Background: an optimization exercise with open tools, aiming at small area, a short achievable clock period and few clock cycles. Do not read the settings as production practice. The RTL was checked by simulation tests, not by an equivalence proof against the original design.

==> flow/design.v (outline; a module is shown in full before it is edited, if it fits) <==
// module lpm_mul32x32_cs: 3200 lines
// module lpm_mul47x32_cs: 4696 lines
// module lpm_sq32_cs: 1586 lines
// module lpm_store: 31 lines
// module lpm_ctrl: 16 lines
// module lpm_srt_rows: 41 lines
// module loop_performance_metrics: 229 lines
module loop_performance_metrics (
    input  wire logic                              clk,
    input  wire logic                              rst_n,
    input  wire logic                              start,
    output logic                                   busy,
    input  wire logic [1:0]                        command,
    input  wire logic [3:0]                        loop_index,
    input  wire logic signed [lpm_pkg::DATA_W-1:0] measured,
    input  wire logic signed [lpm_pkg::DATA_W-1:0] target,
    input  wire logic signed [lpm_pkg::DATA_W-1:0] deviation,
    input  wire logic [lpm_pkg::DATA_W-1:0]        step_time,
    output logic                                   done,
    output logic [3:0]                             loop_echo,
    output logic [lpm_pkg::ACC_W-1:0]              abs_error_integral,
    output logic [lpm_pkg::ACC_W-1:0]              squared_error_integral,
    output logic [lpm_pkg::OVS_W-1:0]              peak_overshoot
);
  // ...
==> flow/run.sh <==
#!/bin/bash
# synth_recipe.tcl (not shown) runs the flow's synth.tcl, then flattens the netlist and writes it again
# the make line also repeats each setting of config.mk as NAME=value (left out here)
make -C /OpenROAD-flow-scripts/flow DESIGN_CONFIG=/design/flow/config.mk WORK_HOME=/design/flow/orfs CLKGATE_MAP_FILE= SYNTH_SCRIPT=/design/flow/synth_recipe.tcl finish
==> flow/config.mk <==
export PLATFORM = sky130hd
export DESIGN_NAME = loop_performance_metrics
export DESIGN_NICKNAME = loop_performance_metrics
export VERILOG_FILES = /design/flow/design.v
export SDC_FILE = /design/flow/constraint.sdc
export NUM_CORES = 4
export LEC_CHECK = 0
export CAP_MARGIN = 20
export CORE_MARGIN = 2
export CORE_UTILIZATION = 50
export SETUP_SLACK_MARGIN = 5
export SLEW_MARGIN = 20
==> flow/constraint.sdc <==
create_clock -name core_clock -period 13.0 [get_ports {clk}]
set_input_delay 2.6000 -clock core_clock [delete_from_list [all_inputs] [get_ports {clk}]]
set_output_delay 2.6000 -clock core_clock [all_outputs]
set_load 0.01 [all_outputs]
==> flow_summary.rst, run 1 <==
.. list-table::
   :header-rows: 1

   * - Metric
     - Value
   * - Outcome
     - timing/DRC/antenna clean
   * - Number of buffer and inverter instances along the worst setup path
     - 5
   * - GRT overflow
     - 0
   * - Reg area
     - roughly 160000 µm²
   * - Tmin final
     - 6.33 ns
   * - DR pass1 iterations
     - 6
   * - RSZ-0062 raised after global routing
     - false
   * - Root buffer selected by CTS
     - clkbuf_16
   * - Clock latency on the worst-skew pair
     - 1.16 ns
   * - Worst slew slack as a fraction of its limit
     - 0.161
   * - Final clock-cell share
     - 0.0655
   * - Highest Signal Layer
     - met5
   * - Data arrival at the endpoint of the critical path
     - about 7.3 ns
   * - Antenna violations before repair
     - 67
   * - Critical register-to-register path startpoint
     - g_srt[14].u_rows.rc_in[31]$_DFF_P_
   * - Setup Total Neg Slack
     - 0 ns
   * - Mux share of post-synthesis cell area
     - 0.0505
   * - Most common cell after layout, fill and taps aside
     - dfxtp_1
   * - Net count after synthesis
     - 30473
   * - Number of flip-flops and latches
     - about 6800
   * - Placer congestion estimate
     - approximately 0.88
   * - Required time worst endpoint
     - between 10 and 15 ns
   * - Tot GR Track Use
     - 0.245
   * - Max-cap violations
     - 0
   * - Clock tree from TritonCTS
     - yes
   * - XOR/XNOR Fraction of Synth Area
     - 0.0170
   * - Sequential share of the synthesized area
     - 0.479
   * - Mean post-synth cell area
     - 12.6 µm²
   * - Met2 Usage GRT
     - 0.390
Testbench counts, summed over its fixed seeds: cycles 4,176.
==> run 2, diff against run 1 <==
==> flow/flow/run.sh (new file) <==
#!/bin/bash
# The standard layout (standard.sh: ORFS synthesis through finish), with
# two changes to how the layout is made, none to the design or constraints:
#  - repair_timing aims for SETUP_SLACK_MARGIN ns of setup slack, so it sizes
#    and buffers the register-to-register paths well below the clock period;
#  - clock tree synthesis adds no dummy loads.
# Every tool's output goes to the ORFS logs under orfs/logs; make's own output
# goes to standard.log.
set -uo pipefail
export SETUP_SLACK_MARGIN=8
export CTS_ARGS="-sink_clustering_enable -repair_clock_nets -dont_use_dummy_load"
bash standard.sh > standard.log 2>&1
==> flow/standard.sh (new file) <==
#!/bin/bash
# synth_recipe.tcl (not shown) runs the flow's synth.tcl, then flattens the netlist and writes it again
# the make line also repeats each setting of config.mk as NAME=value (left out here)
make -C /OpenROAD-flow-scripts/flow DESIGN_CONFIG=/design/flow/config.mk WORK_HOME=/design/flow/orfs CLKGATE_MAP_FILE= SYNTH_SCRIPT=/design/flow/synth_recipe.tcl "${@:-finish}"
--- a/flow/config.mk
+++ b/flow/config.mk
@@ -10,3 +10,2 @@
 export CORE_UTILIZATION = 50
-export SETUP_SLACK_MARGIN = 5
 export SLEW_MARGIN = 20
removed: flow/run.sh
==> flow_summary.rst, run 2 <==
.. list-table::
   :header-rows: 1

   * - Metric
     - Value
   * - Register with the most flip-flops
     - u_store.mem (unchanged)
   * - Via total after detailed routing
     - 190336 (was 188314)
   * - Clock sinks
     - 6782 (unchanged)
   * - Worst hold-check slack
     - 0.212 ns (was 0.279 ns)
   * - Clock tree from TritonCTS
     - yes (unchanged)
   * - Kind of start point of the critical path
     - register (unchanged)
   * - Largest stage delay, worst path
     - 0.59 ns (was 0.77 ns)
   * - Die X-Extent
     - 812 µm (unchanged)
   * - Hold buffer count at CTS
     - 0 (unchanged)
   * - Placer congestion estimate
     - 0.884 (was 0.877)
   * - Worst slew slack as a fraction of its limit
     - 0.173 (was 0.161)
   * - Height of the chip
     - 812 µm (unchanged)
   * - Final routed wire length divided by cell count
     - 24.1 µm (was 22.9 µm)
   * - Root buffer selected by CTS
     - clkbuf_16 (unchanged)
   * - Summed instance area of the synthesized netlist
     - 326000 µm² (unchanged)
   * - Maximum clock frequency
     - 189 MHz (was 158 MHz)
   * - Cell Chain, Critical Path
     - buf_6 > nand2_1 > fa_1 > fa_1 > fa_1 > fa_1 > inv_1 > fa_1 > inv_1 > fa_1 > inv_2 > fa_2 > fa_2 (was ha_1 > a21o_1 > a21oi_1 > xnor2_2 > buf_4 > and2_0 > a21oi_1 > fa_1 > inv_1 > ha_1 > a21o_1 > a21oi_1 > xnor2_1 > xnor2_2 > buf_4 > inv_1 > nand2_1 > buf_4 > a21oi_1 > fa_1)
   * - Final setup violation count
     - 0 (unchanged)
   * - Count of different cell masters after synthesis
     - 99 (unchanged)
   * - EDFF count, synth
     - 2032 (unchanged)
   * - CP Max Fanout
     - 32 (was 35)
   * - GRT overflow
     - 0 (unchanged)
   * - Final max-slew violation count
     - 0 (unchanged)
   * - Outcome
     - timing/DRC/antenna clean (unchanged)
   * - Std cell rows
     - 296 (unchanged)
   * - Most used standard cells in the synthesized netlist
     - 4711 x dfxtp_1, 3638 x fa_1, 3390 x inv_1, 2725 x and2_1, 2032 x edfxtp_1 (unchanged)
   * - Warnings from Yosys
     - 3 (unchanged)
   * - Final core occ
     - 0.560 (was 0.558)
   * - Starting DRC count in detailed routing
     - 15194 (was 14857)
   * - Largest registers ranked by flip-flop count
     - u_store.mem (2032), pDt (640), pE (575) (unchanged)
   * - Total CTS buffers
     - 693 (was 689)
   * - Tot GR Track Use
     - 0.252 (was 0.245)
   * - Depth of the worst hold-timing path
     - 0 (unchanged)
   * - Least-Margin Pin Slew
     - 1.24 ns (was 1.26 ns)
   * - Count of buffers inserted at the top-level ports
     - 268 (unchanged)
   * - Final clock skew
     - 0.147 ns (was 0.107 ns)
   * - Drt drc
     - 0 (unchanged)
   * - Slowest stage cell on the critical path
     - fa_1 (was and2_0)
   * - DR pass1 iterations
     - 6 (unchanged)
   * - Total routed wirelength
     - 842000 µm (was 809000 µm)
   * - Most common cell after layout, fill and taps aside
     - dfxtp_1 (unchanged)
   * - Average vias per placed instance
     - 5.44 (was 5.34)
   * - Number of endpoints with negative hold slack in the final report
     - 0 (unchanged)
   * - Post-synthesis to final-layout area growth
     - 11.5% (was 11.1%)
   * - HPWL after detailed placement
     - 518000 µm (was 514000 µm)
   * - Initial standard-cell utilization of the core
     - 0.502 (unchanged)
   * - Class of the worst hold path
     - reg2reg (unchanged)
   * - Most frequent cells in the layout
     - 4476 x dfxtp_1, 3546 x fa_1, 3316 x inv_1 (was 4608 x dfxtp_1, 3638 x fa_1, 3390 x inv_1)
   * - Core region area
     - 650000 µm² (unchanged)
   * - First-pass GRT wire length
     - 1260000 µm (was 1230000 µm)
   * - Nets
     - 30940 (was 30605)
   * - Ports
     - 270 (unchanged)
   * - Overall die area
     - 659000 µm² (unchanged)
   * - Antenna violations before repair
     - 76 (was 67)
   * - Data arrival at the endpoint of the critical path
     - 6.19 ns (was 7.32 ns)
   * - Most frequently used flop master after synthesis
     - dfxtp_1 (unchanged)
   * - Top cells by area, synth
     - dfxtp_1 29%, fa_1 22%, edfxtp_1 19% (unchanged)
   * - Sequential share of the synthesized area
     - 0.479 (unchanged)
   * - Most common cell in the synthesized netlist
     - dfxtp_1 (unchanged)
   * - Proportion of register bits with asynchronous set or reset after synthesis
     - 0.00575 (unchanged)
   * - WS Path Type
     - reg2reg (unchanged)
   * - Clock-pin slew on the worst setup and hold paths
     - 0.06 ns (about the same)
   * - Fraction of final layout cells sized beyond drive strength 1
     - 0.106 (was 0.0882)
   * - Required time worst endpoint
     - 13.90 ns (was 13.99 ns)
   * - Most numerous cell on the critical path
     - fa_1 (was a21oi_1)
   * - Pin count of the biggest net entering global routing
     - 138 (was 191)
   * - Register-to-Register Path Depth
     - 13 (was 20)
   * - Maximum buffer depth of the clock tree
     - 4 (unchanged)
   * - Max-cap violations
     - 0 (unchanged)
   * - Setup Total Neg Slack
     - 0 ns (unchanged)
   * - Number of flip-flops in the largest register
     - 2032 (unchanged)
   * - Mean post-synth cell area
     - 12.6 µm² (unchanged)
   * - Tmin final
     - 5.29 ns (was 6.33 ns)
   * - Count of antenna-violating nets left after detailed routing
     - 0 (unchanged)
   * - Net count after synthesis
     - 30473 (unchanged)
   * - Clock latency on the worst-skew pair
     - 1.17 ns (was 1.16 ns)
   * - Part of the cycle the worst path needs
     - 0.407 (was 0.487)
   * - Syn Inst Count
     - 25835 (unchanged)
   * - Share of Yosys cell area claimed by the top area cell type
     - 0.289 (unchanged)
   * - CTS HTree Levels
     - 6 (unchanged)
   * - RSZ-0062 raised after global routing
     - true (was false)
   * - Element type at the critical path end
     - register (unchanged)
   * - Cell accounting for the most synthesized area
     - dfxtp_1 (unchanged)
   * - Number of global-route vias before repair
     - 198464 (was 197472)
   * - Number of storage elements in the synthesis netlist
     - 6782 (unchanged)
[run 2: layout make-up]
type,instances,area [µm²]
flip-flops and latches,6782,157000
clock buffers,693,17300
inverters,3395,12800
well taps,8642,10800
repair buffers,884,10700
multi-input cells,14546,155000
diodes,64,160
fillers,53241,286000
[run 2: timing repair]
| action | 4_1_cts | 5_1_grt |
|---|---|---|
| setup buffers | 124 | 124 |
| resized for setup | 727 | 380 |
| endpoints found under the setup margin | 1243 | 1011 |
| pin swaps | 80 | 130 |
| cloned | 56 | 29 |
[run 2: kinds of logic after synthesis]
logic type / synth area share
buffers and inverters: 0.0520
AOI/OAI and AO/OA: 0.0530
other: 0.0000115
muxes: 0.0505
adders and majority gates: 0.256
and+or+nand+nor: 0.0922
xor gates and xnor gates: 0.0170
DFF: 0.479
[run 2: worst max-delay path, delay by kind of cell (launching register included)]
family / cells / cell delay (ns)
adders and majority gates: 8 / 4.01
buffers and inverters: 4 / 0.55
DFF: 1 / 0.32
and+or+nand+nor: 1 / 0.21
[run 2: per-layer routing]
layer / GRT usage / vias up / share of wire / routed length (µm)
li1: - / 83895 / - / -
met1: 0.354 / 97639 / 0.43 / 359000
met2: 0.402 / 7119 / 0.46 / 388000
met3: 0.0463 / 1663 / 0.079 / 66300
met4: 0.0753 / 20 / 0.033 / 28000
met5: 0 / - / 0.00024 / 205
[run 2: per-stage QoR]
stage	instance area (µm²)	instances	worst slack, ns
final	364000	35006	7.71
after global routing	364000	34954	7.68
after CTS	361000	34789	7.77
after detailed placement	339000	33916	6.51
after global placement	339000	33914	6.25
after floorplan	326000	25835	6.11
[run 2: final timing paths]
check	startpoint	slack (ns)	endpoint
worst max-delay path	sq_base[11]$_DFF_P_	7.71	sp_s_r[32]$_DFF_P_
worst min-delay path	pE[480]$_DFF_P_	0.21	pE[512]$_DFF_P_
worst max register to register	sq_base[11]$_DFF_P_	7.71	sp_s_r[32]$_DFF_P_
worst min register to register	pE[480]$_DFF_P_	0.21	pE[512]$_DFF_P_
max in group asynchronous	rst_n	10.77	u_ctrl.v[22]$_DFF_PN0_
min in group asynchronous	rst_n	1.59	u_ctrl.v[0]$_DFF_PN0_
==> module lpm_srt_rows, before the edit <==
module lpm_srt_rows #(
    parameter int K = 3
) (
    input  wire logic [33:0] rs_in,
    input  wire logic [33:0] rc_in,
    input  wire logic [30:0] lo_in,
    input  wire logic [30:0] qn_in,
    input  wire logic [31:0] d,
    output logic      [33:0] rs_out,
    output logic      [33:0] rc_out,
    output logic      [30:0] lo_out,
    output logic      [30:0] qn_out
);
    logic [K:0][33:0] rs, rc;
    logic [K:0][30:0] lo, qn;
    assign rs[0] = rs_in;
    assign rc[0] = rc_in;
    assign lo[0] = lo_in;
    assign qn[0] = qn_in;
    for (genvar i = 0; i < K; i++) begin : g_row
        logic [34:0] ts, tc, x, s, c;
        logic [3:0]  y;
        logic        qpos, qneg;
        assign ts   = {rs[i], lo[i][30]};
        assign tc   = {rc[i], 1'b0};
        assign y    = ts[34:31] + tc[34:31];
        assign qpos = ~y[3];
        assign qneg = y[3] & ~(&y[2:0]);
        assign x    = qpos ? ~{3'b000, d} : qneg ? {3'b000, d} : '0;
        assign s    = ts ^ tc ^ x;
        assign c    = {(ts[33:0] & tc[33:0]) | (ts[33:0] & x[33:0]) | (tc[33:0] & x[33:0]), qpos};
        assign rs[i+1] = s[33:0];
        assign rc[i+1] = c[33:0];
        assign lo[i+1] = {lo[i][29:0], qpos};
        assign qn[i+1] = {qn[i][29:0], qneg};
    end
    assign rs_out = rs[K];
    assign rc_out = rc[K];
    assign lo_out = lo[K];
    assign qn_out = qn[K];
endmodule
==> module loop_performance_metrics, before the edit <==
module loop_performance_metrics (
    input  wire logic                              clk,
    input  wire logic                              rst_n,
    input  wire logic                              start,
    output logic                                   busy,
    input  wire logic [1:0]                        command,
    input  wire logic [3:0]                        loop_index,
    input  wire logic signed [lpm_pkg::DATA_W-1:0] measured,
    input  wire logic signed [lpm_pkg::DATA_W-1:0] target,
    input  wire logic signed [lpm_pkg::DATA_W-1:0] deviation,
    input  wire logic [lpm_pkg::DATA_W-1:0]        step_time,
    output logic                                   done,
    output logic [3:0]                             loop_echo,
    output logic [lpm_pkg::ACC_W-1:0]              abs_error_integral,
    output logic [lpm_pkg::ACC_W-1:0]              squared_error_integral,
    output logic [lpm_pkg::OVS_W-1:0]              peak_overshoot
);
    localparam int NS    = lpm_pkg::SRT_ST;    
    localparam int F     = 5 + NS;             
    localparam int ACC_W = lpm_pkg::ACC_W;
    localparam int OVS_W = lpm_pkg::OVS_W;
    localparam int MET_W = lpm_pkg::MET_W;
    assign busy = 1'b0;
    logic [F+1:0] v;
    lpm_ctrl #(.N(F + 2)) u_ctrl (
        .clk   (clk),
        .rst_n (rst_n),
        .in_v  (start),
        .v     (v)
    );
    logic [F:0][3:0]  pIdx;    
    logic [F:0]       pClr;    
    logic [F:0]       pOk;     
    logic [F:0][31:0] pE;      
    logic [F:0][31:0] pDt;     
    logic [F:0][31:0] pD;      
    logic [F:0]       pSat;    
    logic [1:0]         cmd0;
    logic signed [31:0] pv0, sp0, e0;
    always_ff @(posedge clk)
    begin
        cmd0    <= command;
        pIdx[0] <= loop_index;
        pv0     <= measured;
        sp0     <= target;
        e0      <= deviation;
        pDt[0]  <= step_time;
    end
    logic        upd0;
    logic [31:0] s1;
    logic [32:0] diff1;
    assign upd0 = (cmd0 == 2'd0);
    always_ff @(posedge clk)
    begin
        pClr[1] <= (cmd0 == 2'd1);
        pE[1]   <= !upd0 ? '0 : e0[31] ? 32'(-e0) : 32'(e0);
        s1      <= sp0[31] ? 32'(-sp0) : 32'(sp0);
        diff1   <= 33'(pv0) - 33'(sp0);
        pOk[1]  <= upd0
                && (((sp0 >= lpm_pkg::SP_MIN) && (pv0 > sp0))
                 || ((sp0 <= -lpm_pkg::SP_MIN) && (pv0 < sp0)));
    end
    logic [32:0] dmag2;
    logic [31:0] s2;
    logic [4:0]  k2;
    logic [4:0]  lz1;
    always_comb
    begin
        lz1 = 5'd31;
        for (int i = 0; i < 32; i++)
            if (s1[i]) lz1 = 5'(31 - i);
    end
    always_ff @(posedge clk)
    begin
        dmag2 <= diff1[32] ? 33'(-diff1) : diff1;
        s2    <= s1;
        k2    <= lz1;
        pD[2] <= s1 << lz1;
    end
    logic [38:0] d100_3;
    logic [31:0] s3;
    logic [4:0]  k3;
    always_ff @(posedge clk)
    begin
        d100_3 <= (39'(dmag2) << 6) + (39'(dmag2) << 5) + (39'(dmag2) << 2);
        s3     <= s2;
        k3     <= k2;
    end
    logic [46:0]            mw3;
    logic [NS:0][33:0]      sRs, sRc;
    logic [NS:0][30:0]      sLo, sQn;
    assign mw3 = 47'(d100_3) << k3;
    always_ff @(posedge clk)
    begin
        pSat[4] <= (d100_3[38:15] >= s3);
        sRs[0]  <= {2'b00, mw3[46:15]};
        sRc[0]  <= '0;
        sLo[0]  <= {mw3[14:0], 16'b0};
        sQn[0]  <= '0;
    end
    logic             c_neg;
    logic [30:0]      c_qdec, c_qq;
    for (genvar j = 0; j < NS; j++) begin : g_srt
        localparam int ROWS = (lpm_pkg::SRT_ROWS - j * lpm_pkg::SRT_K < lpm_pkg::SRT_K)
                            ? (lpm_pkg::SRT_ROWS - j * lpm_pkg::SRT_K) : lpm_pkg::SRT_K;
        logic [33:0] rs_nx, rc_nx;
        logic [30:0] lo_nx, qn_nx;
        lpm_srt_rows #(.K(ROWS)) u_rows (
            .rs_in  (sRs[j]),
            .rc_in  (sRc[j]),
            .lo_in  (sLo[j]),
            .qn_in  (sQn[j]),
            .d      (pD[4 + j]),
            .rs_out (rs_nx),
            .rc_out (rc_nx),
            .lo_out (lo_nx),
            .qn_out (qn_nx)
        );
        if (j < NS - 1) begin : g_mid
            always_ff @(posedge clk)
            begin
                sRs[j+1] <= rs_nx;
                sRc[j+1] <= rc_nx;
                sLo[j+1] <= lo_nx;
                sQn[j+1] <= qn_nx;
            end
        end else begin : g_last
            logic [33:0] rem;
            assign rem = rs_nx + rc_nx;
            always_ff @(posedge clk)
            begin
                c_neg  <= rem[33];
                c_qdec <= lo_nx + ~qn_nx;
                c_qq   <= lo_nx - qn_nx;
            end
        end
    end
    always_ff @(posedge clk)
    begin
        for (int k = 0; k < F; k++)
            pIdx[k+1] <= pIdx[k];
        for (int k = 1; k < F; k++)
            pClr[k+1] <= pClr[k];
        for (int k = 1; k < F - 1; k++)
            pOk[k+1] <= pOk[k];
        for (int k = 1; k < F - 3; k++)
            pE[k+1] <= pE[k];
        for (int k = 0; k < F - 2; k++)
            pDt[k+1] <= pDt[k];
        for (int k = 2; k < F - 1; k++)
            pD[k+1] <= pD[k];
        for (int k = 4; k < F - 1; k++)
            pSat[k+1] <= pSat[k];
    end
    logic [OVS_W-1:0] q_f;
    always_ff @(posedge clk)
    begin
        q_f <= !pOk[F-1] ? '0 : pSat[F-1] ? '1 : c_neg ? c_qdec : c_qq;
    end
    logic [63:0] sq_s, sq_c, ab_s, ab_c, sq_s_r, sq_c_r, ab_s_r, ab_c_r;
    logic [78:0] sp_s, sp_c, sp_s_r, sp_c_r;
    logic [46:0] sq_base, abs_p, abs_t;
    logic [62:0] sq_sum;
    logic [47:0] sq_t;
    logic        sq_big;
    lpm_sq32_cs     u_sq (.a(pE[F-4]),            .s(sq_s), .c(sq_c));
    lpm_mul32x32_cs u_ab (.a(pE[F-3]), .b(pDt[F-3]), .s(ab_s), .c(ab_c));
    lpm_mul47x32_cs u_sp (.a(sq_base), .b(pDt[F-2]), .s(sp_s), .c(sp_c));
    assign sq_sum = 63'((sp_s_r + sp_c_r) >> 16);
    always_ff @(posedge clk)
    begin
        sq_s_r  <= sq_s;
        sq_c_r  <= sq_c;
        sq_base <= 47'((sq_s_r + sq_c_r) >> 16);
        ab_s_r  <= ab_s;
        ab_c_r  <= ab_c;
        abs_p   <= 47'((ab_s_r + ab_c_r) >> 16);
        sp_s_r  <= sp_s;
        sp_c_r  <= sp_c;
        abs_t   <= abs_p;
        sq_t    <= sq_sum[47:0];
        sq_big  <= |sq_sum[62:48];
    end
    logic [MET_W-1:0] res;
    logic [3:0]       res_idx;
    logic [MET_W-1:0] rd_f;
    logic             fwd_f;
    lpm_store u_store (
        .clk     (clk),
        .rst_n   (rst_n),
        .rd_addr (pIdx[F-1]),
        .rd_data (rd_f),
        .wr_en   (v[F+1]),
        .wr_addr (res_idx),
        .wr_data (res)
    );
    always_ff @(posedge clk)
    begin
        fwd_f <= v[F] && (pIdx[F] == pIdx[F-1]);
    end
    logic [ACC_W:0]   abs_f, abs_r, sq_f, sq_r;
    logic [ACC_W-1:0] abs_fs, abs_rs, sq_fs, sq_rs;
    logic [OVS_W-1:0] pk_f, pk_r;
    assign abs_f = {1'b0, res[MET_W-1 -: ACC_W]}  + {2'b0, abs_t};
    assign abs_r = {1'b0, rd_f[MET_W-1 -: ACC_W]} + {2'b0, abs_t};
    assign sq_f  = {1'b0, res[OVS_W +: ACC_W]}    + {1'b0, sq_t};
    assign sq_r  = {1'b0, rd_f[OVS_W +: ACC_W]}   + {1'b0, sq_t};
    assign abs_fs = abs_f[ACC_W] ? '1 : abs_f[ACC_W-1:0];
    assign abs_rs = abs_r[ACC_W] ? '1 : abs_r[ACC_W-1:0];
    assign sq_fs  = (sq_f[ACC_W] || sq_big) ? '1 : sq_f[ACC_W-1:0];
    assign sq_rs  = (sq_r[ACC_W] || sq_big) ? '1 : sq_r[ACC_W-1:0];
    assign pk_f = (q_f > res[OVS_W-1:0])  ? q_f : res[OVS_W-1:0];
    assign pk_r = (q_f > rd_f[OVS_W-1:0]) ? q_f : rd_f[OVS_W-1:0];
    always_ff @(posedge clk)
    begin
        if (pClr[F])
            res <= '0;
        else if (fwd_f)
            res <= {abs_fs, sq_fs, pk_f};
        else
            res <= {abs_rs, sq_rs, pk_r};
        res_idx <= pIdx[F];
    end
    assign done                   = v[F+1];
    assign loop_echo              = res_idx;
    assign abs_error_integral     = res[MET_W-1 -: ACC_W];
    assign squared_error_integral = res[OVS_W +: ACC_W];
    assign peak_overshoot         = res[OVS_W-1:0];
endmodule
==> run 3, diff against run 2 <==
--- a/flow/design.v
+++ b/flow/design.v
@@ -9,3 +9,3 @@
     localparam int SRT_ROWS = 31;
-    localparam int SRT_K    = 2;
+    localparam int SRT_K    = 3;
     localparam int SRT_ST   = (SRT_ROWS + SRT_K - 1) / SRT_K;
@@ -9558,2 +9558,6 @@
     input  wire logic [31:0] d,
+    input  wire logic        qpos_in,
+    input  wire logic        qneg_in,
+    output logic             qpos_out,
+    output logic             qneg_out,
     output logic      [33:0] rs_out,
@@ -9565,2 +9569,3 @@
     logic [K:0][30:0] lo, qn;
+    logic [K:0]       qpos, qneg;
     assign rs[0] = rs_in;
@@ -9569,19 +9574,42 @@
     assign qn[0] = qn_in;
+    logic [4:0] xt_pos, xt_neg;
+    assign xt_pos = {2'b11, ~d[31:29]};
+    assign xt_neg = {2'b00, d[31:29]};
+    assign qpos[0] = qpos_in;
+    assign qneg[0] = qneg_in;
+    for (genvar i = 1; i <= K; i++) begin : g_look
+        logic [4:0] pts, ptc;
+        logic [3:0] yp, yz, yn;
+        logic       pp, pn, zp, zn, np, nn;
+        assign pts = rs[i-1][32:28];
+        assign ptc = rc[i-1][32:28];
+        assign yp  = (pts[4:1] ^ ptc[4:1] ^ xt_pos[4:1])
+                   + ((pts[3:0] & ptc[3:0]) | (pts[3:0] & xt_pos[3:0]) | (ptc[3:0] & xt_pos[3:0]));
+        assign yz  = (pts[4:1] ^ ptc[4:1])
+                   + (pts[3:0] & ptc[3:0]);
+        assign yn  = (pts[4:1] ^ ptc[4:1] ^ xt_neg[4:1])
+                   + ((pts[3:0] & ptc[3:0]) | (pts[3:0] & xt_neg[3:0]) | (ptc[3:0] & xt_neg[3:0]));
+        assign pp  = ~yp[3];
+        assign pn  = yp[3] & ~(&yp[2:0]);
+        assign zp  = ~yz[3];
+        assign zn  = yz[3] & ~(&yz[2:0]);
+        assign np  = ~yn[3];
+        assign nn  = yn[3] & ~(&yn[2:0]);
+        assign qpos[i] = qpos[i-1] ? pp : qneg[i-1] ? np : zp;
+        assign qneg[i] = qpos[i-1] ? pn : qneg[i-1] ? nn : zn;
+    end
     for (genvar i = 0; i < K; i++) begin : g_row
         logic [34:0] ts, tc, x, s, c;
-        logic [3:0]  y;
-        logic        qpos, qneg;
-        assign ts   = {rs[i], lo[i][30]};
-        assign tc   = {rc[i], 1'b0};
-        assign y    = ts[34:31] + tc[34:31];
-        assign qpos = ~y[3];
-        assign qneg = y[3] & ~(&y[2:0]);
-        assign x    = qpos ? ~{3'b000, d} : qneg ? {3'b000, d} : '0;
-        assign s    = ts ^ tc ^ x;
-        assign c    = {(ts[33:0] & tc[33:0]) | (ts[33:0] & x[33:0]) | (tc[33:0] & x[33:0]), qpos};
+        assign ts = {rs[i], lo[i][30]};
+        assign tc = {rc[i], 1'b0};
+        assign x  = qpos[i] ? ~{3'b000, d} : qneg[i] ? {3'b000, d} : '0;
+        assign s  = ts ^ tc ^ x;
+        assign c  = {(ts[33:0] & tc[33:0]) | (ts[33:0] & x[33:0]) | (tc[33:0] & x[33:0]), qpos[i]};
         assign rs[i+1] = s[33:0];
         assign rc[i+1] = c[33:0];
-        assign lo[i+1] = {lo[i][29:0], qpos};
-        assign qn[i+1] = {qn[i][29:0], qneg};
+        assign lo[i+1] = {lo[i][29:0], qpos[i]};
+        assign qn[i+1] = {qn[i][29:0], qneg[i]};
     end
+    assign qpos_out = qpos[K];
+    assign qneg_out = qneg[K];
     assign rs_out = rs[K];
@@ -9611,3 +9639,3 @@
     localparam int NS    = lpm_pkg::SRT_ST;    
-    localparam int F     = 5 + NS;             
+    localparam int F     = 4 + NS;             
     localparam int ACC_W = lpm_pkg::ACC_W;
@@ -9643,3 +9671,3 @@
     logic [31:0] s1;
-    logic [32:0] diff1;
+    logic [32:0] diff1, ndiff1;
     assign upd0 = (cmd0 == 2'd0);
@@ -9651,2 +9679,3 @@
         diff1   <= 33'(pv0) - 33'(sp0);
+        ndiff1  <= 33'(sp0) - 33'(pv0);
         pOk[1]  <= upd0
@@ -9655,3 +9684,4 @@
     end
-    logic [32:0] dmag2;
+    logic [32:0] dmag1;
+    logic [38:0] d100_2;
     logic [31:0] s2;
@@ -9659,2 +9689,3 @@
     logic [4:0]  lz1;
+    assign dmag1 = diff1[32] ? ndiff1 : diff1;
     always_comb
@@ -9667,28 +9698,22 @@
     begin
-        dmag2 <= diff1[32] ? 33'(-diff1) : diff1;
-        s2    <= s1;
-        k2    <= lz1;
-        pD[2] <= s1 << lz1;
-    end
-    logic [38:0] d100_3;
-    logic [31:0] s3;
-    logic [4:0]  k3;
-    always_ff @(posedge clk)
-    begin
-        d100_3 <= (39'(dmag2) << 6) + (39'(dmag2) << 5) + (39'(dmag2) << 2);
-        s3     <= s2;
-        k3     <= k2;
+        d100_2 <= (39'(dmag1) << 6) + (39'(dmag1) << 5) + (39'(dmag1) << 2);
+        s2     <= s1;
+        k2     <= lz1;
+        pD[2]  <= s1 << lz1;
     end
-    logic [46:0]            mw3;
+    logic [46:0]            mw2;
     logic [NS:0][33:0]      sRs, sRc;
     logic [NS:0][30:0]      sLo, sQn;
-    assign mw3 = 47'(d100_3) << k3;
+    logic [NS:0]            sQp1, sQm1;    
+    assign mw2 = 47'(d100_2) << k2;
     always_ff @(posedge clk)
     begin
-        pSat[4] <= (d100_3[38:15] >= s3);
-        sRs[0]  <= {2'b00, mw3[46:15]};
+        pSat[3] <= (d100_2[38:15] >= s2);
+        sRs[0]  <= {2'b00, mw2[46:15]};
         sRc[0]  <= '0;
-        sLo[0]  <= {mw3[14:0], 16'b0};
+        sLo[0]  <= {mw2[14:0], 16'b0};
         sQn[0]  <= '0;
     end
+    assign sQp1[0] = 1'b1;
+    assign sQm1[0] = 1'b0;
     logic             c_neg;
@@ -9700,2 +9725,3 @@
         logic [30:0] lo_nx, qn_nx;
+        logic        qp_nx, qm_nx;
         lpm_srt_rows #(.K(ROWS)) u_rows (
@@ -9705,3 +9731,7 @@
             .qn_in  (sQn[j]),
-            .d      (pD[4 + j]),
+            .d      (pD[3 + j]),
+            .qpos_in  (sQp1[j]),
+            .qneg_in  (sQm1[j]),
+            .qpos_out (qp_nx),
+            .qneg_out (qm_nx),
             .rs_out (rs_nx),
@@ -9718,2 +9748,4 @@
                 sQn[j+1] <= qn_nx;
+                sQp1[j+1] <= qp_nx;
+                sQm1[j+1] <= qm_nx;
             end
@@ -9744,3 +9776,3 @@
             pD[k+1] <= pD[k];
-        for (int k = 4; k < F - 1; k++)
+        for (int k = 3; k < F - 1; k++)
             pSat[k+1] <= pSat[k];
--- a/flow/flow/run.sh
+++ b/flow/flow/run.sh
@@ -5,3 +5,4 @@
 #    and buffers the register-to-register paths well below the clock period;
-#  - clock tree synthesis adds no dummy loads.
+#  - clock tree synthesis adds no dummy loads and uses clkbuf_8 buffers on
+#    clusters of at most 16 flip-flops within 60 um.
 # Every tool's output goes to the ORFS logs under orfs/logs; make's own output
@@ -10,3 +11,3 @@
 export SETUP_SLACK_MARGIN=8
-export CTS_ARGS="-sink_clustering_enable -repair_clock_nets -dont_use_dummy_load"
+export CTS_ARGS="-sink_clustering_enable -repair_clock_nets -dont_use_dummy_load -buf_list sky130_fd_sc_hd__clkbuf_8 -sink_clustering_size 16 -sink_clustering_max_diameter 60"
 bash standard.sh > standard.log 2>&1
--- a/flow/config.mk
+++ b/flow/config.mk
@@ -9,3 +9,4 @@
 export CORE_MARGIN = 2
-export CORE_UTILIZATION = 50
+export CORE_UTILIZATION = 55
+export PLACE_DENSITY = 0.65
 export SLEW_MARGIN = 20
==> flow_summary.rst, run 3 <==
.. list-table::
   :header-rows: 1

   * - Metric
     - Value
   * - Outcome
     - timing/DRC/antenna clean (unchanged)
   * - Total routed wirelength
     - 850000 µm (was 842000 µm)
   * - EDFF count, synth
     - 2032 (unchanged)
   * - Total CTS buffers
     - 484 (was 693)
   * - Final core occ
     - 0.596 (was 0.560)
   * - WS Path Type
     - reg2reg (unchanged)
   * - Initial standard-cell utilization of the core
     - 0.552 (was 0.502)
   * - Die X-Extent
     - 771 µm (was 812 µm)
   * - Largest registers ranked by flip-flop count
     - u_store.mem (2032), pDt (448), pE (383) (was u_store.mem (2032), pDt (640), pE (575))
   * - Drt drc
     - 0 (unchanged)
   * - Average vias per placed instance
     - 5.61 (was 5.44)
   * - Worst slew slack as a fraction of its limit
     - 0.241 (was 0.173)
   * - First-pass GRT wire length
     - 1280000 µm (was 1260000 µm)
   * - Number of buffer and inverter instances along the worst setup path
     - 5 (was 4)
   * - Clock latency on the worst-skew pair
     - 1.33 ns (was 1.17 ns)
   * - Tot GR Track Use
     - 0.284 (was 0.252)
   * - Register-to-Register Path Depth
     - 14 (was 13)
   * - Class of the worst hold path
     - reg2reg (unchanged)
   * - Cell Chain, Critical Path
     - buf_12 > and2_1 > fa_1 > inv_1 > fa_2 > fa_2 > fa_1 > inv_1 > fa_1 > inv_1 > fa_1 > inv_1 > fa_2 > fa_2 (was buf_6 > nand2_1 > fa_1 > fa_1 > fa_1 > fa_1 > inv_1 > fa_1 > inv_1 > fa_1 > inv_2 > fa_2 > fa_2)
   * - Count of different cell masters after synthesis
     - 90 (was 99)
   * - Element type at the critical path end
     - register (unchanged)
   * - Part of the cycle the worst path needs
     - 0.394 (was 0.407)
   * - Sequential share of the synthesized area
     - 0.412 (was 0.479)
   * - Share of Yosys cell area claimed by the top area cell type
     - 0.234 (was 0.289)
   * - Clock-pin slew on the worst setup and hold paths
     - 0.10 ns (was 0.06 ns)
   * - GRT overflow
     - 0 (unchanged)
   * - Std cell rows
     - 281 (was 296)
   * - Mean post-synth cell area
     - 11.7 µm² (was 12.6 µm²)
   * - Final clock skew
     - 0.208 ns (was 0.147 ns)
   * - Data arrival at the endpoint of the critical path
     - 6.16 ns (was 6.19 ns)
   * - Number of gates on the worst path with buffers counted
     - 14 (was 13)
   * - Area after DPL
     - 334000 µm² (was 339000 µm²)
   * - Largest stage delay, worst path
     - 0.62 ns (was 0.59 ns)
   * - Net count after synthesis
     - 32682 (was 30473)
   * - Least-Margin Pin Slew
     - 1.14 ns (was 1.24 ns)
   * - Core region area
     - 586000 µm² (was 650000 µm²)
   * - Post-synthesis to final-layout area growth
     - 8.02% (was 11.5%)
   * - Clock tree from TritonCTS
     - yes (unchanged)
   * - Height of the chip
     - 771 µm (was 812 µm)
   * - Hold buffer count at CTS
     - 0 (unchanged)
   * - Setup Total Neg Slack
     - 0 ns (unchanged)
   * - Final setup violation count
     - 0 (unchanged)
   * - CP Max Fanout
     - 32 (unchanged)
   * - Starting DRC count in detailed routing
     - 16582 (was 15194)
   * - Most common cell after layout, fill and taps aside
     - inv_1 (was dfxtp_1)
   * - Most frequent cells in the layout
     - 4716 x inv_1, 3638 x fa_1, 3270 x dfxtp_1 (was 4476 x dfxtp_1, 3546 x fa_1, 3316 x inv_1)
   * - Number of endpoints with negative hold slack in the final report
     - 0 (unchanged)
   * - Most frequently used flop master after synthesis
     - dfxtp_1 (unchanged)
   * - Proportion of register bits with asynchronous set or reset after synthesis
     - 0.00586 (was 0.00575)
   * - Overall die area
     - 594000 µm² (was 659000 µm²)
   * - Family with the most delay on the worst path
     - adder cells (unchanged)
   * - Depth of the worst hold-timing path
     - 0 (unchanged)
   * - Tmin final
     - 5.13 ns (was 5.29 ns)
   * - Required time worst endpoint
     - 14.04 ns (was 13.90 ns)
   * - CTS HTree Levels
     - 5 (was 6)
   * - Clock sinks
     - 5635 (was 6782)
   * - Number of storage elements in the synthesis netlist
     - 5635 (was 6782)
   * - Maximum clock frequency
     - 195 MHz (was 189 MHz)
   * - Final routed wire length divided by cell count
     - 23.9 µm (was 24.1 µm)
   * - Count of buffers inserted at the top-level ports
     - 268 (unchanged)
   * - Top cells by area, synth
     - fa_1 23%, dfxtp_1 22%, edfxtp_1 19% (was dfxtp_1 29%, fa_1 22%, edfxtp_1 19%)
   * - Final max-slew violation count
     - 0 (unchanged)
   * - Fraction of final layout cells sized beyond drive strength 1
     - 0.109 (was 0.106)
   * - Register with the most flip-flops
     - u_store.mem (unchanged)
   * - Summed instance area of the synthesized netlist
     - 323000 µm² (was 326000 µm²)
   * - RSZ-0062 raised after global routing
     - true (unchanged)
   * - DR pass1 iterations
     - 6 (unchanged)
   * - Ports
     - 270 (unchanged)
   * - Kind of start point of the critical path
     - register (unchanged)
   * - Slowest stage cell on the critical path
     - fa_2 (was fa_1)
   * - Root buffer selected by CTS
     - clkbuf_8 (was clkbuf_16)
   * - Post-Layout Inst Area
     - 349000 µm² (was 364000 µm²)
   * - Placer congestion estimate
     - 0.911 (was 0.884)
   * - Syn Inst Count
     - 27549 (was 25835)
   * - Antenna violations before repair
     - 67 (was 76)
   * - HPWL after detailed placement
     - 537000 µm (was 518000 µm)
   * - Most common cell in the synthesized netlist
     - inv_1 (was dfxtp_1)
   * - Warnings from Yosys
     - 3 (unchanged)
   * - Cell accounting for the most synthesized area
     - fa_1 (was dfxtp_1)
   * - Number of flip-flops in the largest register
     - 2032 (unchanged)
   * - Max-cap violations
     - 0 (unchanged)
   * - Count of antenna-violating nets left after detailed routing
     - 0 (unchanged)
   * - Maximum buffer depth of the clock tree
     - 4 (unchanged)
   * - Nets
     - 32906 (was 30940)
   * - Via total after detailed routing
     - 199564 (was 190336)
   * - Pin count of the biggest net entering global routing
     - 190 (was 138)
   * - Most used standard cells in the synthesized netlist
     - 4851 x inv_1, 3783 x fa_1, 3570 x dfxtp_1, 2736 x and2_1, 2032 x edfxtp_1 (was 4711 x dfxtp_1, 3638 x fa_1, 3390 x inv_1, 2725 x and2_1, 2032 x edfxtp_1)
   * - Number of global-route vias before repair
     - 207201 (was 198464)
## run 3: what timing repair did
item,4_1_cts,5_1_grt
endpoints found under the setup margin,764,465
setup buffers,227,129
gates resized for setup,905,456
gates cloned,45,21
pin swaps,146,243
## run 3: stage by stage
step	hold slack (ns)	worst slack [ns]	std cells
after floorplan	0.310	6.58	27549
after global placement	0.310	7.21	34643
after detailed placement	0.312	7.22	34647
after CTS	0.217	7.87	35403
after global routing	0.243	7.76	35562
final	0.244	7.87	35596
## run 3: kinds of logic (layout without fill, tap and decap cells)
family / Yosys count / count (layout) / synth area share
buffers and inverters: 6073 / 6291 / 0.0706
adders and majority gates: 4996 / 4996 / 0.281
muxes: 1079 / 1079 / 0.0597
xor gates and xnor gates: 837 / 837 / 0.0227
and+or+nand+nor: 5734 / 5734 / 0.0943
AOI/OAI and AO/OA: 3194 / 3198 / 0.0596
other: 1 / 44 / 0.0000116
DFF: 5635 / 5635 / 0.412
## run 3: path summary, 6_finish.rpt
path                                     start                endpoint  slack (ns)
setup / recovery           sq_base[12]$_DFF_P_      sp_s_r[35]$_DFF_P_        7.87
hold / removal               abs_p[43]$_DFF_P_       abs_t[43]$_DFF_P_        0.24
max in group asynchronous                rst_n  u_ctrl.v[16]$_DFF_PN0_       10.96
setup reg to reg           sq_base[12]$_DFF_P_      sp_s_r[35]$_DFF_P_        7.87
hold reg to reg              abs_p[43]$_DFF_P_       abs_t[43]$_DFF_P_        0.24
min in group asynchronous                rst_n   u_ctrl.v[4]$_DFF_PN0_        1.65
## run 3: area by class of cell
type | instances | area, µm²
Inverter | 4853 | 18300
Timing Repair inverter | 4 | 20.0
Fill cell | 47321 | 236000
Sequential cell | 5635 | 134000
Tap cell | 7782 | 9740
Multi-Input combinational cell | 15845 | 169000
Antenna cell | 43 | 108
Timing Repair Buffer | 950 | 10900
Clock buffer | 484 | 6660
## run 3: per-layer routing
layer	vias to the layer above	GRT usage	routed length, µm
met2	8211	0.440	380000
met5	-	0	92
met1	101905	0.407	361000
met4	14	0.0794	27600
li1	87836	-	-
met3	1598	0.0621	81400
Testbench counts of run 3, summed over its fixed seeds: cycles 4,128.

separate check: timing with driven ports:
The results above use ideal ports. As a check the final layouts listed here were re-extracted and re-timed, cells and wires unchanged.
Step 1 (the two cells are an assumption about what drives the block):
set clk [get_ports {clk}]
set_driving_cell -lib_cell sky130_fd_sc_hd__clkbuf_16 $clk
set_driving_cell -lib_cell sky130_fd_sc_hd__buf_2 [delete_from_list [all_inputs] $clk]
Step 2 times the ports against the registers' clock, not the clock port: input delays grow and output delays shrink by t, the midpoint of the rising clock arrivals with the driver on.
a / b / c = no drivers / after step 1 / after step 2; a / b = the first two.
| run | shift t [ns] | slack for setup (ns) | latest minus earliest clock arrival (ns) |
|---|---|---|---|
| run 1 | 1.236 | 6.671 / 6.671 / 6.671 | 0.118 / 0.118 |
| run 2 | 1.220 | 7.710 / 7.710 / 7.710 | 0.191 / 0.191 |
| run 3 | 1.361 | 7.874 / 7.874 / 7.874 | 0.237 / 0.237 |
After both steps every run listed still meets setup and hold.
